Context: an optimization exercise on an open-source flow, tuned for small area. The choices shown serve that exercise and are no tape-out recipe.
Only simulation tests tie the RTL to the original design; equivalence was not proved.
No activity file was given, so power comes from the tool's default toggle rates.

==> flow/design.v (excerpt) <==
module dd_top (
	input wire logic clk_i,
	input wire logic rst_rd_flag1,
	input wire logic [4-1:0] rxd_ena_i,
	input wire logic [4*13-1:0] fifo_usedw_i,
	input wire logic [4*32-1:0] fifo_rd_data_i,
	output logic [4-1:0] fifo_rd_req_o,
	input wire logic [4*25-1:0] clr_usedw_i,
	output logic [4*25-1:0] ddr_usedw_o,
	output logic [31:0] fdma_waddr_o,
	output logic [15:0] fdma_wsize_o,
	output logic fdma_wareq_o,
	input wire logic fdma_wbusy_i,
	output logic [31:0] fdma_wdata_o,
	input wire logic fdma_wvalid_i
);
clock: 6.0 ns
lec_check: 0
cap_margin: 20
core_margin: 2
core_utilization: 40
slew_margin: 20
synth_hierarchical: 1
standard.sh (not shown) runs the stock make flow with config.mk's settings and CLKGATE_MAP_FILE= SYNTH_SCRIPT=/design/flow/synth_recipe.tcl, a recipe that flattens the netlist after the stock synthesis.
==> flow/flow/run.sh <==
#!/bin/bash
# Standard ORFS layout with two changes: the port buffers use the smallest
# buffer cell, and clock tree synthesis uses larger sink clusters without
# dummy loads.
set -euo pipefail
bash standard.sh \
  'BUFFER_PORTS_ARGS=-buffer_cell sky130_fd_sc_hd__buf_1' \
  'CTS_ARGS=-sink_clustering_enable -repair_clock_nets -buf_list sky130_fd_sc_hd__clkbuf_2 -sink_clustering_size 6 -sink_clustering_max_diameter 30 -dont_use_dummy_load' \
  finish > standard_make.log 2>&1
The baseline produced a clean layout.
Next try:
--- a/flow/flow/run.sh
+++ b/flow/flow/run.sh
@@ -4 +4,2 @@
-# dummy loads.
+# dummy loads, and gates off the critical paths are downsized after
+# global routing (ORFS's power recovery).
@@ -8 +9,3 @@
-  'CTS_ARGS=-sink_clustering_enable -repair_clock_nets -buf_list sky130_fd_sc_hd__clkbuf_2 -sink_clustering_size 6 -sink_clustering_max_diameter 30 -dont_use_dummy_load' \
+  'CTS_ARGS=-sink_clustering_enable -repair_clock_nets -buf_list sky130_fd_sc_hd__clkbuf_4 -sink_clustering_size 10 -sink_clustering_max_diameter 50 -dont_use_dummy_load' \
+  'RECOVER_POWER=100' \
+  'REMOVE_ABC_BUFFERS=1' \
The new run reached the layout checks and failed them: max-capacitance violations, max-slew violations.
Total power is about the same.
First-iteration DRC count is higher by 46%.
Routed wire length is lower by 0.84%.
Cell area is lower by about 0.6%.
Via count is lower by 0.96%.
Core utilization is lower by 0.30 points.
Setup slack got worse by 0.60 ns.
Synthesized area is unchanged.
Count of clock-buffer cells in the layout is lower by 23.
Next try:
--- a/flow/flow/run.sh
+++ b/flow/flow/run.sh
@@ -11 +10,0 @@
-  'REMOVE_ABC_BUFFERS=1' \
The changed run reached the layout checks and failed them: max-capacitance violations, max-slew violations.
Die area does not change.
Combinational power drops by about 1%.
Total power hardly moves.
Cell count stays flat.
Count of clock-buffer cells in the layout stays the same.
Utilization hardly moves.
Via count barely changes.
Global-route usage stays flat.
Register-to-register slack improved by 0.17 ns.
Critical path depth drops by 11.
Next try:
==> flow/flow/run.sh (replaced) <==
#!/bin/bash
# Standard ORFS layout with two changes: the port buffers use the smallest
# buffer cell, and clock tree synthesis uses larger sink clusters without
# dummy loads.
set -euo pipefail
bash standard.sh \
  'BUFFER_PORTS_ARGS=-buffer_cell sky130_fd_sc_hd__buf_1' \
  'CTS_ARGS=-sink_clustering_enable -repair_clock_nets -buf_list sky130_fd_sc_hd__clkbuf_4 -sink_clustering_size 10 -sink_clustering_max_diameter 35 -dont_use_dummy_load' \
  finish > standard_make.log 2>&1
CORE_UTILIZATION = 60   (was 40)
After rerunning: The new run produced a clean layout; cell area hardly moves; via count increases by a few percent; setup slack gains 0.19 ns.

dd_top again, from the RTL that the note above started with.
clock: 6.0 ns
lec_check: 0
cap_margin: 20
core_margin: 2
core_utilization: 40
slew_margin: 20
synth_hierarchical: 1
==> flow/flow/run.sh <==
#!/bin/bash
# Standard ORFS layout with two changes: the port buffers use the smallest
# buffer cell, and clock tree synthesis uses larger sink clusters without
# dummy loads, and the buffers synthesis inserted are removed before
# placement (the resizer re-buffers where needed).
set -euo pipefail
bash standard.sh \
  'BUFFER_PORTS_ARGS=-buffer_cell sky130_fd_sc_hd__buf_1' \
  'CTS_ARGS=-sink_clustering_enable -repair_clock_nets -buf_list sky130_fd_sc_hd__clkbuf_4 -sink_clustering_size 10 -sink_clustering_max_diameter 50 -dont_use_dummy_load' \
  'REMOVE_ABC_BUFFERS=1' \
  finish > standard_make.log 2>&1
The first run finished clean.
Edit:
==> flow/flow/run.sh (replaced) <==
#!/bin/bash
# Standard ORFS layout with two changes: the port buffers use the smallest
# buffer cell, and clock tree synthesis uses larger sink clusters without
# dummy loads.
set -euo pipefail
bash standard.sh \
  'BUFFER_PORTS_ARGS=-buffer_cell sky130_fd_sc_hd__buf_1' \
  'CTS_ARGS=-sink_clustering_enable -repair_clock_nets -buf_list sky130_fd_sc_hd__clkbuf_4 -sink_clustering_size 10 -sink_clustering_max_diameter 50 -dont_use_dummy_load' \
  finish > standard_make.log 2>&1
- CORE_UTILIZATION: 40 -> 60
Routed wire length grows by 0.97%; total power grows by 0.50%; maximum frequency grows by 2.6%; count of clock-buffer cells in the layout shrinks by 4; synthesized area is unchanged; synthesized cell count does not change; worst hold slack gets better by 0.015 ns; first-iteration DRC count grows by 51%; sequential power grows by about 1%; design area shrinks by 1.1%.
Edit:
==> flow/flow/run.sh (replaced) <==
#!/bin/bash
# Standard ORFS layout with two changes: the port buffers use the smallest
# buffer cell, and clock tree synthesis uses larger sink clusters without
# dummy loads.
set -euo pipefail
bash standard.sh \
  'BUFFER_PORTS_ARGS=-buffer_cell sky130_fd_sc_hd__buf_1' \
  'CTS_ARGS=-sink_clustering_enable -repair_clock_nets -buf_list {sky130_fd_sc_hd__clkbuf_2 sky130_fd_sc_hd__clkbuf_4} -sink_clustering_size 10 -sink_clustering_max_diameter 50 -dont_use_dummy_load' \
  finish > standard_make.log 2>&1
- CORE_UTILIZATION: 60 -> 40
Result: The changed run finished with timing, DRC and antenna clean; final area goes up by about 1%; final cell count goes up by 6.5%; sequential share of layout area goes down by 0.38 points.

dd_top again, from the RTL that the note above started with.
==> flow/config.mk <==
export PLATFORM = sky130hd
export DESIGN_NAME = dd_top
export DESIGN_NICKNAME = dd_top
export VERILOG_FILES = /design/flow/design.v
export SDC_FILE = /design/flow/constraint.sdc
export NUM_CORES = 4
export LEC_CHECK = 0
export CAP_MARGIN = 20
export CORE_MARGIN = 2
export CORE_UTILIZATION = 40
export SLEW_MARGIN = 20
export SYNTH_HIERARCHICAL = 1
==> flow/constraint.sdc <==
create_clock -name core_clock -period 6.0 [get_ports {clk_i}]
set_input_delay 1.2000 -clock core_clock [delete_from_list [all_inputs] [get_ports {clk_i}]]
set_output_delay 1.2000 -clock core_clock [all_outputs]
set_load 0.01 [all_outputs]
==> flow/flow/run.sh <==
#!/bin/bash
# Standard ORFS layout with two changes: the port buffers use the smallest
# buffer cell, and clock tree synthesis uses larger sink clusters without
# dummy loads.
set -euo pipefail
bash standard.sh \
  'BUFFER_PORTS_ARGS=-buffer_cell sky130_fd_sc_hd__buf_1' \
  'CTS_ARGS=-sink_clustering_enable -repair_clock_nets -buf_list sky130_fd_sc_hd__clkbuf_4 -sink_clustering_size 10 -sink_clustering_max_diameter 35 -dont_use_dummy_load' \
  finish > standard_make.log 2>&1
Edit:
==> flow/flow/run.sh (replaced) <==
#!/bin/bash
# Standard ORFS layout with two changes: the port buffers use the smallest
# buffer cell, and clock tree synthesis uses larger sink clusters without
# dummy loads.
set -euo pipefail
bash standard.sh \
  'BUFFER_PORTS_ARGS=-buffer_cell sky130_fd_sc_hd__buf_1' \
  'CTS_ARGS=-sink_clustering_enable -repair_clock_nets -buf_list sky130_fd_sc_hd__clkbuf_4 -sink_clustering_size 10 -sink_clustering_max_diameter 50 -dont_use_dummy_load' \
  finish > standard_make.log 2>&1
Effect: Fmax came out lower by 0.84%. Area after synthesis stays the same. Non-clock buffer count does not change. Clock-buffer cell count came out lower by 12. First-iteration DRC count came out lower by about 7%. Register-to-register slack got worse by 0.05 ns. Via count came out lower by 0.88%.
Edit:
==> flow/flow/run.sh (replaced) <==
#!/bin/bash
# Standard ORFS layout with two changes: the port buffers use the smallest
# buffer cell, and clock tree synthesis uses larger sink clusters without
# dummy loads.
set -euo pipefail
bash standard.sh \
  'BUFFER_PORTS_ARGS=-buffer_cell sky130_fd_sc_hd__buf_1' \
  'CTS_ARGS=-sink_clustering_enable -repair_clock_nets -buf_list {sky130_fd_sc_hd__clkbuf_4 sky130_fd_sc_hd__clkbuf_8} -sink_clustering_size 14 -sink_clustering_max_diameter 40 -dont_use_dummy_load' \
  finish > standard_make.log 2>&1
Wire length increases by 0.38%.
Design area increases by 1.5%.
Sequential share of layout area decreases by 0.54 points.
Area after synthesis is unchanged.
Core utilization increases by 0.73 points.

The RTL this note starts from:
==> flow/design.v <==
`default_nettype none
package dd_pkg;
	typedef logic [1:0] chan_idx_t;
	typedef logic [12:0] fifo_usedw_t;
	typedef logic [24:0] ddr_count_t;
	typedef logic [15:0] xfer_bytes_t;
	typedef logic [31:0] fdma_addr_t;
	typedef logic [31:0] word_t;
	typedef enum logic [1:0] {
		IDLE,
		WAIT_ACK,
		WAIT_OVER
	} sched_state_e;
endpackage
`default_nettype wire
`default_nettype none
module dd_top (
	input wire logic clk_i,
	input wire logic rst_rd_flag1,
	input wire logic [4-1:0] rxd_ena_i,
	input wire logic [4*13-1:0] fifo_usedw_i,
	input wire logic [4*32-1:0] fifo_rd_data_i,
	output logic [4-1:0] fifo_rd_req_o,
	input wire logic [4*25-1:0] clr_usedw_i,
	output logic [4*25-1:0] ddr_usedw_o,
	output logic [31:0] fdma_waddr_o,
	output logic [15:0] fdma_wsize_o,
	output logic fdma_wareq_o,
	input wire logic fdma_wbusy_i,
	output logic [31:0] fdma_wdata_o,
	input wire logic fdma_wvalid_i
);
	localparam logic [1:0] S_IDLE = 2'b00;
	localparam logic [1:0] S_WACK = 2'b01;
	localparam logic [1:0] S_WOVER = 2'b10;
	localparam logic [1:0] S_IDLEP = 2'b11;
	logic [1:0] st_q;
	logic busy_q;
	logic wareq_q;
	logic [1:0] gsel_q;
	logic [10:0] size_q;
	logic [22:0] ptr_q [4];
	logic [24:0] usedw_q [4];
	logic [4-1:0] ready;
	logic [10:0] words [4];
	always_comb begin
		for (int c = 0; c < 4; c++) begin
			ready[c] = (|fifo_usedw_i[c*13+10 +: 3])
				|| ((|fifo_usedw_i[c*13 +: 10]) && !rxd_ena_i[c]);
			words[c] = (|fifo_usedw_i[c*13+10 +: 3]) ? 11'd1024
				: {1'b0, fifo_usedw_i[c*13 +: 10]};
		end
	end
	logic [1:0] gidx;
	always_comb begin
		gidx = 2'd0;
		for (int i = 4 - 1; i >= 0; i--)
			if (ready[i]) gidx = 2'(i);
	end
	logic idle;
	logic grant;
	logic busy_rise;
	logic busy_fall;
	logic commit;
	assign idle = (st_q == S_IDLE) || (st_q == S_IDLEP);
	assign grant = idle && (|ready) && !fdma_wbusy_i;
	assign busy_rise = !busy_q && fdma_wbusy_i;
	assign busy_fall = busy_q && !fdma_wbusy_i;
	assign commit = (st_q == S_WOVER) && busy_fall;
	logic [22:0] cur_ptr;
	logic [22:0] ptr_sum;
	logic [22:0] ptr_next;
	assign cur_ptr = ptr_q[gsel_q];
	assign ptr_sum = cur_ptr + 23'(size_q);
	assign ptr_next = (&ptr_sum[22:18]) ? 23'd0 : ptr_sum;
	always_ff @(posedge clk_i or negedge rst_rd_flag1) begin
		if (!rst_rd_flag1) begin
			busy_q <= 1'b0;
		end else begin
			busy_q <= fdma_wbusy_i;
		end
	end
	always_ff @(posedge clk_i or negedge rst_rd_flag1) begin
		if (!rst_rd_flag1) begin
			st_q <= S_IDLE;
		end else begin
			case (st_q)
				S_WACK: if (busy_rise) st_q <= S_WOVER;
				S_WOVER: if (busy_fall) st_q <= S_IDLEP;
				default: if (grant) st_q <= S_WACK;
			endcase
		end
	end
	always_ff @(posedge clk_i or negedge rst_rd_flag1) begin
		if (!rst_rd_flag1) begin
			gsel_q <= '0;
			size_q <= '0;
		end else if (grant) begin
			gsel_q <= gidx;
			size_q <= words[gidx];
		end
	end
	always_ff @(posedge clk_i or negedge rst_rd_flag1) begin
		if (!rst_rd_flag1) begin
			wareq_q <= 1'b0;
		end else begin
			wareq_q <= (st_q == S_WACK) && !fdma_wbusy_i;
		end
	end
	for (genvar g = 0; g < 4; g++) begin : g_chan
		always_ff @(posedge clk_i or negedge rst_rd_flag1) begin
			if (!rst_rd_flag1) begin
				ptr_q[g] <= '0;
			end else if (grant && (st_q == S_IDLEP) && (gsel_q == 2'(g))) begin
				ptr_q[g] <= ptr_next;
			end
		end
		logic [24:0] add_bytes;
		assign add_bytes = (commit && (gsel_q == 2'(g))) ? {12'd0, size_q, 2'b00} : 25'd0;
		always_ff @(posedge clk_i or negedge rst_rd_flag1) begin
			if (!rst_rd_flag1) begin
				usedw_q[g] <= '0;
			end else begin
				usedw_q[g] <= usedw_q[g] - clr_usedw_i[g*25 +: 25] + add_bytes;
			end
		end
		assign ddr_usedw_o[g*25 +: 25] = usedw_q[g];
	end
	assign fdma_wareq_o = wareq_q;
	assign fdma_wsize_o = {5'd0, size_q};
	assign fdma_waddr_o = {5'b00110, gsel_q, cur_ptr, 2'b00};
	assign fdma_wdata_o = fifo_rd_data_i[gsel_q*32 +: 32];
	always_comb begin
		fifo_rd_req_o = '0;
		fifo_rd_req_o[gsel_q] = fdma_wvalid_i;
	end
endmodule
`default_nettype wire
clock: 6.0 ns
lec_check: 0
cap_margin: 20
core_margin: 2
core_utilization: 40
slew_margin: 20
==> flow/flow/run.sh <==
#!/bin/bash
# Standard ORFS layout with two changes: the port buffers use the smallest
# buffer cell, and clock tree synthesis uses larger sink clusters without
# dummy loads.
set -euo pipefail
bash standard.sh \
  'BUFFER_PORTS_ARGS=-buffer_cell sky130_fd_sc_hd__buf_1' \
  'CTS_ARGS=-sink_clustering_enable -repair_clock_nets -buf_list sky130_fd_sc_hd__clkbuf_8 -sink_clustering_size 28 -sink_clustering_max_diameter 45 -dont_use_dummy_load' \
  finish > standard_make.log 2>&1
Edit:
==> flow/run.sh (new file) <==
#!/bin/bash
# synth_recipe.tcl (not shown) runs the flow's synth.tcl, then flattens the netlist and writes it again
# the make line also repeats each setting of config.mk as NAME=value (left out here)
make -C /OpenROAD-flow-scripts/flow DESIGN_CONFIG=/design/flow/config.mk WORK_HOME=/design/flow/orfs CLKGATE_MAP_FILE= SYNTH_SCRIPT=/design/flow/synth_recipe.tcl finish
removed: flow/flow/run.sh
removed: flow/standard.sh
The changed run finished clean.
Non-clock buffer count rises by 2.
Maximum frequency falls by about 1.1%.
Via count falls by 0.97%.
Design area rises by 17%.
Utilization rises by 8.1 points.
Synthesized cell count is unchanged.
Final cell count hardly moves.
Edit:
==> flow/flow/run.sh (new file) <==
#!/bin/bash
# Standard ORFS layout with two changes: the port buffers use the smallest
# buffer cell, and clock tree synthesis uses larger sink clusters without
# dummy loads.
set -euo pipefail
bash standard.sh \
  'BUFFER_PORTS_ARGS=-buffer_cell sky130_fd_sc_hd__buf_1' \
  'CTS_ARGS=-sink_clustering_enable -repair_clock_nets -buf_list sky130_fd_sc_hd__clkbuf_8 -sink_clustering_size 20 -sink_clustering_max_diameter 50 -dont_use_dummy_load' \
  finish > standard_make.log 2>&1
==> flow/standard.sh (new file) <==
#!/bin/bash
# synth_recipe.tcl (not shown) runs the flow's synth.tcl, then flattens the netlist and writes it again
# the make line also repeats each setting of config.mk as NAME=value (left out here)
make -C /OpenROAD-flow-scripts/flow DESIGN_CONFIG=/design/flow/config.mk WORK_HOME=/design/flow/orfs CLKGATE_MAP_FILE= SYNTH_SCRIPT=/design/flow/synth_recipe.tcl "${@:-finish}"
removed: flow/run.sh
=>
- The new run completed without violations
- register-to-register slack got worse by 190 ps
- first-iteration DRC count is higher by 7.6%
- global-route usage is lower by 0.50 points
- final cell count is lower by 0.40%
- routed wire length is lower by 2.4%
- area after synthesis does not change
- cell area is lower by 15%
- combinational power is lower by 11%
- flip-flop and latch count is unchanged
- sequential power is about the same
- worst hold slack improved by 4.1 ps

## re-timing with driven ports
The results above use ideal ports. As a check the final layouts listed here were re-extracted and re-timed, cells and wires unchanged. Step 1 (the two cells are an assumption about what drives the block):
set clk [get_ports {clk_i}]
set_driving_cell -lib_cell sky130_fd_sc_hd__clkbuf_16 $clk
set_driving_cell -lib_cell sky130_fd_sc_hd__buf_2 [delete_from_list [all_inputs] $clk]
Step 2 times the ports against the registers' clock, not the clock port: input delays grow and output delays shrink by t, the midpoint of the rising clock arrivals with the driver on. a / b / c = ideal ports / drivers / drivers and shift; a / b = the first two.
| run | shift t [ns] | setup WS [ns] | latest minus earliest clock arrival (ns) | worst data-port slew with drivers (ns) |
|---|---|---|---|---|
| the first run of note 1 | 0.873 | 1.330 / 1.330 / 0.583 | 0.167 / 0.168 | 0.14 |
| the second run of note 1 | 0.619 | 0.730 / 0.727 / 0.108 | 0.148 / 0.148 | 0.09 |
| the third run of note 1 | 0.662 | 0.897 / 0.855 / 0.521 | 0.162 / 0.163 | 0.15 |
| the fourth run of note 1 | 0.675 | 1.084 / 1.084 / 0.532 | 0.070 / 0.069 | 0.16 |
| the first run of note 2 | 0.626 | 0.872 / 0.869 / 0.243 | 0.146 / 0.146 | 0.10 |
| the second run of note 2 | 0.730 | 1.000 / 1.000 / 0.563 | 0.139 / 0.139 | 0.15 |
| the third run of note 2 | 0.664 | 1.187 / 1.164 / 0.500 | 0.161 / 0.162 | 0.14 |
| the first run of note 3 | 0.679 | 1.227 / 1.199 / 0.519 | 0.130 / 0.129 | 0.14 |
| the second run of note 3 | 0.664 | 1.187 / 1.164 / 0.500 | 0.161 / 0.162 | 0.14 |
| the third run of note 3 | 0.571 | 1.154 / 1.125 / 0.554 | 0.084 / 0.084 | 0.13 |
| the first run of note 4 | 0.618 | 1.040 / 1.034 / 0.416 | 0.092 / 0.092 | 0.18 |
| the second run of note 4 | 0.599 | 0.986 / 0.981 / 0.381 | 0.018 / 0.019 | 0.18 |
| the third run of note 4 | 0.605 | 1.004 / 0.998 / 0.393 | 0.085 / 0.084 | 0.18 |
For the first run of note 1, which loses most, drivers alone change the setup slack by 0.000 ns; drivers and shift together by -0.747 ns.
